This design comes from an exercise in tuning for small area, a short achievable clock period and few clock cycles on the open sky130 flow, not from production work. No activity file was given, so power comes from the tool's default toggle rates.

== garnet ==
Design log_record_deframer_core, start of the top module:
module log_record_deframer_core #(
    parameter int unsigned QDEPTH = 2
) (
    input  logic                          i_clk,
    input  logic                          i_rst_n,
    input  logic                          i_cfg_wr_en,
    input  logic [lrd_pkg::CFG_IDX_W-1:0] i_cfg_index,
    input  logic [31:0]                   i_cfg_wr_data,
    input  logic                          i_valid,
    output logic                          o_stall,
    input  logic                          i_func,
    input  logic [7:0]                    i_log_byte,
    output logic                          o_valid,
    input  logic                          i_stall,
    output logic [2:0]                    o_kind,
    output logic [7:0]                    o_payload_byte,
    output logic [63:0]                   o_sequence_res,
    output logic                          o_tombstone,
    output logic [31:0]                   o_key_length,
    output logic [31:0]                   o_value_length,
    output logic                          o_last
);
    logic [31:0] r_magic_cfg, r_max_key, r_max_value;
    always_ff @(posedge i_clk) begin
        if (!i_rst_n) begin
            r_magic_cfg <= lrd_pkg::RST_RECORD_MAGIC;
            r_max_key   <= lrd_pkg::RST_MAX_KEY_LEN;
            r_max_value <= lrd_pkg::RST_MAX_VALUE_LEN;
        end else if (i_cfg_wr_en) begin
            case (i_cfg_index)
  ...
export LEC_CHECK = 0
export CAP_MARGIN = 20
export CORE_MARGIN = 2
export CORE_UTILIZATION = 40
export CTS_CLUSTER_DIAMETER = 100
export CTS_CLUSTER_SIZE = 25
export SLEW_MARGIN = 20
create_clock -name core_clock -period 10.0 [get_ports {i_clk}]
standard.sh (not shown) runs the stock make flow with config.mk's settings and CLKGATE_MAP_FILE= SYNTH_SCRIPT=/design/flow/synth_recipe.tcl, a recipe that flattens the netlist after the stock synthesis.
==> flow/flow/run.sh <==
#!/bin/bash
# Standard layout with two changes: the port buffers are the smallest buffer cell
# (buf_1) instead of the default pick, and repair_timing aims for more setup slack than
# the flow settings allow. Every input and output port still gets its own buffer; the
# clock period and constraints are the standard flow's.
set -euo pipefail
export BUFFER_PORTS_ARGS="-buffer_cell sky130_fd_sc_hd__buf_1"
export SETUP_SLACK_MARGIN=6.0
bash standard.sh > standard_flow.log 2>&1
diff inputs: garnet => violet
--- a/flow/design.v
+++ b/flow/design.v
@@ -15,40 +15,54 @@
     localparam logic [2:0] PH_KEY    = 3'd1;
     localparam logic [2:0] PH_VALUE  = 3'd2;
     localparam logic [2:0] PH_CHECK  = 3'd3;
     localparam logic [2:0] PH_ERROR  = 3'd4;
 endpackage
 module lrd_parse (
     input  logic [31:0] i_h,
+    input  logic        i_c,
     input  logic [7:0]  i_xlo,
-    output logic [31:0] o_h
+    input  logic [7:0]  i_top,
+    output logic [31:0] o_h,
+    output logic        o_c
 );
     logic [31:0] x, t0, t1, t2, t3, t4, t5;
     logic [31:0] s1, c1, s2, c2, s3, c3, s4, c4;
     logic [16:0] lo;
-    logic [15:0] hi0, hi1;
     assign x  = {i_h[31:8], i_xlo};
     assign t0 = x;
     assign t1 = x << 1;
     assign t2 = x << 4;
     assign t3 = x << 7;
     assign t4 = x << 8;
-    assign t5 = x << 24;
+    assign t5 = {i_top, i_c, 2'b00, i_c, 2'b00, i_c, i_c, 16'd0};
     assign s1 = t0 ^ t1 ^ t2;
     assign c1 = ((t0 & t1) | (t0 & t2) | (t1 & t2)) << 1;
     assign s2 = t3 ^ t4 ^ t5;
     assign c2 = ((t3 & t4) | (t3 & t5) | (t4 & t5)) << 1;
     assign s3 = s1 ^ c1 ^ s2;
     assign c3 = ((s1 & c1) | (s1 & s2) | (c1 & s2)) << 1;
     assign s4 = s3 ^ c3 ^ c2;
     assign c4 = ((s3 & c3) | (s3 & c2) | (c3 & c2)) << 1;
-    assign lo  = {1'b0, s4[15:0]} + {1'b0, c4[15:0]};
-    assign hi0 = s4[31:16] + c4[31:16];
-    assign hi1 = s4[31:16] + c4[31:16] + 16'd1;
-    assign o_h = {lo[16] ? hi1 : hi0, lo[15:0]};
+    assign lo       = {1'b0, s4[15:0]} + {1'b0, c4[15:0]};
+    assign o_h[15:0]  = lo[15:0];
+    assign o_h[31:16] = s4[31:16] + c4[31:16];
+    assign o_c      = lo[16];
+endmodule
+module lrd_hash_eq (
+    input  logic [31:0] i_h,
+    input  logic        i_c,
+    input  logic [31:0] i_e,
+    output logic        o_eq
+);
+    logic [31:0] b, d, k;
+    assign b    = {15'd0, i_c, 16'd0};
+    assign d    = i_h ^ b ^ i_e;
+    assign k    = (i_h & b) | ((i_h | b) & ~i_e);
+    assign o_eq = (d == {k[30:0], 1'b0});
 endmodule
 module lrd_outq #(
     parameter int unsigned DEPTH = 3,
     parameter int unsigned W     = 12
 ) (
     input  logic         i_clk,
     input  logic         i_rst_n,
@@ -145,30 +159,32 @@
     logic        check, hash_ok, chk_push;
     logic [2:0]  eph;
     logic        is_end, is_hdr, is_pay, is_key, torn, zero_torn, h24;
     logic        beat_push;
     logic [2:0]  beat_kind;
     logic        beat_last;
     logic [31:0] hash_step;
-    logic [7:0]  r_xlo, hash_lo_n;
+    logic [7:0]  r_xlo, r_top, hash_lo_n, xlo_n;
+    logic        r_hc, hash_c, hash_c_n;
     logic        hash_init, hash_run;
     logic        kzero, vzero;
     logic [7:0]  mbyte, sbyte;
     logic        gt_in, gt_new;
     logic        bank_clr, bank_we, to_pay, key_to_val;
     logic [2:0]  n_phase;
     logic [4:0]  n_hcount;
     logic        n_in_valid, n_in_func;
     logic        n_check, n_hdr, n_pay, nr_n, ne_n;
     assign go      = r_in_valid && !r_o_stall;
     assign accept  = i_valid && !r_o_stall;
     assign o_stall = r_o_stall;
-    lrd_parse u_hash (.i_h(r_hash), .i_xlo(r_xlo), .o_h(hash_step));
+    lrd_parse u_hash (.i_h(r_hash), .i_c(r_hc), .i_xlo(r_xlo), .i_top(r_top),
+                      .o_h(hash_step), .o_c(hash_c));
+    lrd_hash_eq u_eq (.i_h(r_hash), .i_c(r_hc), .i_e(r_exp), .o_eq(hash_ok));
     assign check    = (r_phase == lrd_pkg::PH_CHECK);
-    assign hash_ok  = (r_hash == r_exp);
     assign chk_push = check && !q_full;
     assign eph      = check ? (hash_ok ? lrd_pkg::PH_HEADER : lrd_pkg::PH_ERROR) : r_phase;
     assign is_end    = r_in_func;
     assign is_hdr    = (eph == lrd_pkg::PH_HEADER);
     assign is_key    = (eph == lrd_pkg::PH_KEY);
     assign is_pay    = is_key || (eph == lrd_pkg::PH_VALUE);
     assign torn      = is_pay || (is_hdr && r_hcount != 5'd0);
@@ -320,23 +336,30 @@
         end
     end
     assign in_byte   = r_xlo ^ r_hash[7:0];
     assign hash_init = go && !is_end && is_hdr && h24;
     assign hash_run  = go && !is_end && is_pay;
     assign hash_lo_n = hash_init ? lrd_pkg::FNV_OFFSET[7:0] :
                        hash_run  ? hash_step[7:0] : r_hash[7:0];
+    assign hash_c_n  = hash_init ? 1'b0 : hash_run ? hash_c : r_hc;
+    assign xlo_n     = i_log_byte ^ hash_lo_n;
     always_ff @(posedge i_clk) begin
-        if (accept)
-            r_xlo <= i_log_byte ^ hash_lo_n;
+        if (accept) begin
+            r_xlo <= xlo_n;
+            r_top <= hash_c_n ? xlo_n + 8'd1 : xlo_n;
+        end
     end
     always_ff @(posedge i_clk) begin
-        if (hash_init)
+        if (hash_init) begin
             r_hash <= lrd_pkg::FNV_OFFSET;
-        else if (hash_run)
+            r_hc   <= 1'b0;
+        end else if (hash_run) begin
             r_hash <= hash_step;
+            r_hc   <= hash_c;
+        end
         if (go && !is_end && to_pay) begin
             r_rem     <= kzero ? r_vlen : r_klen;
             r_rem_one <= kzero ? (r_vlen == 32'd1) : (r_klen == 32'd1);
         end else if (hash_run) begin
             if (key_to_val) begin
                 r_rem     <= r_vlen;
                 r_rem_one <= (r_vlen == 32'd1);
Notes after the runs:
From garnet to violet the numbers moved as follows: number of setup buffers added after CTS moved up, worst setup slack increased by 0.48 ns relative to the old numbers, area added between synthesis and finish climbed 0.68 points, last weighted congestion value of the routability-driven placer climbed 11%, initial cell density of the core roughly the same.
Shortest clock period the worst path allows after layout for violet is lower than for garnet.
Measured against each other, violet and garnet differ in sequential cell power, the lower figure coming from violet.
garnet has a lower synthesized cell count than violet.
violet vs. garnet: met1 usage in global routing went up by 0.58 points.
Overall global routing resource usage in violet is 0.37 points higher than in garnet
Taking garnet as the reference, in violet count of clock buffers in the final design dropped 1, wire length rose about 7%.
Function was not checked in any run of this note: the RTL went through the layout flow alone.

[re-timing with driven ports]
The results above use ideal ports. As a check the final layouts listed here were re-extracted and re-timed, cells and wires unchanged.
Step 1 sets driving cells, clkbuf_16 on the clock port and buf_2 on the other inputs (assumed; they add their load-dependent delay and slew).
Step 2 adds t to the input delays and takes it off the output delays; t is the mean of the earliest and latest rising clock arrival at the registers after step 1. Input paths then give back, and output paths get back, about the clock's delay inside the block.
Slacks: no drivers / after step 1 / after step 2; pairs: no drivers / after step 1.
run	t (ns)	setup slack, ns	worst setup path at the end
garnet	0.592	5.378 / 5.378 / 5.378	register to register
violet	0.605	5.853 / 5.853 / 5.853	register to register
After both steps setup and hold are still met in every run listed.
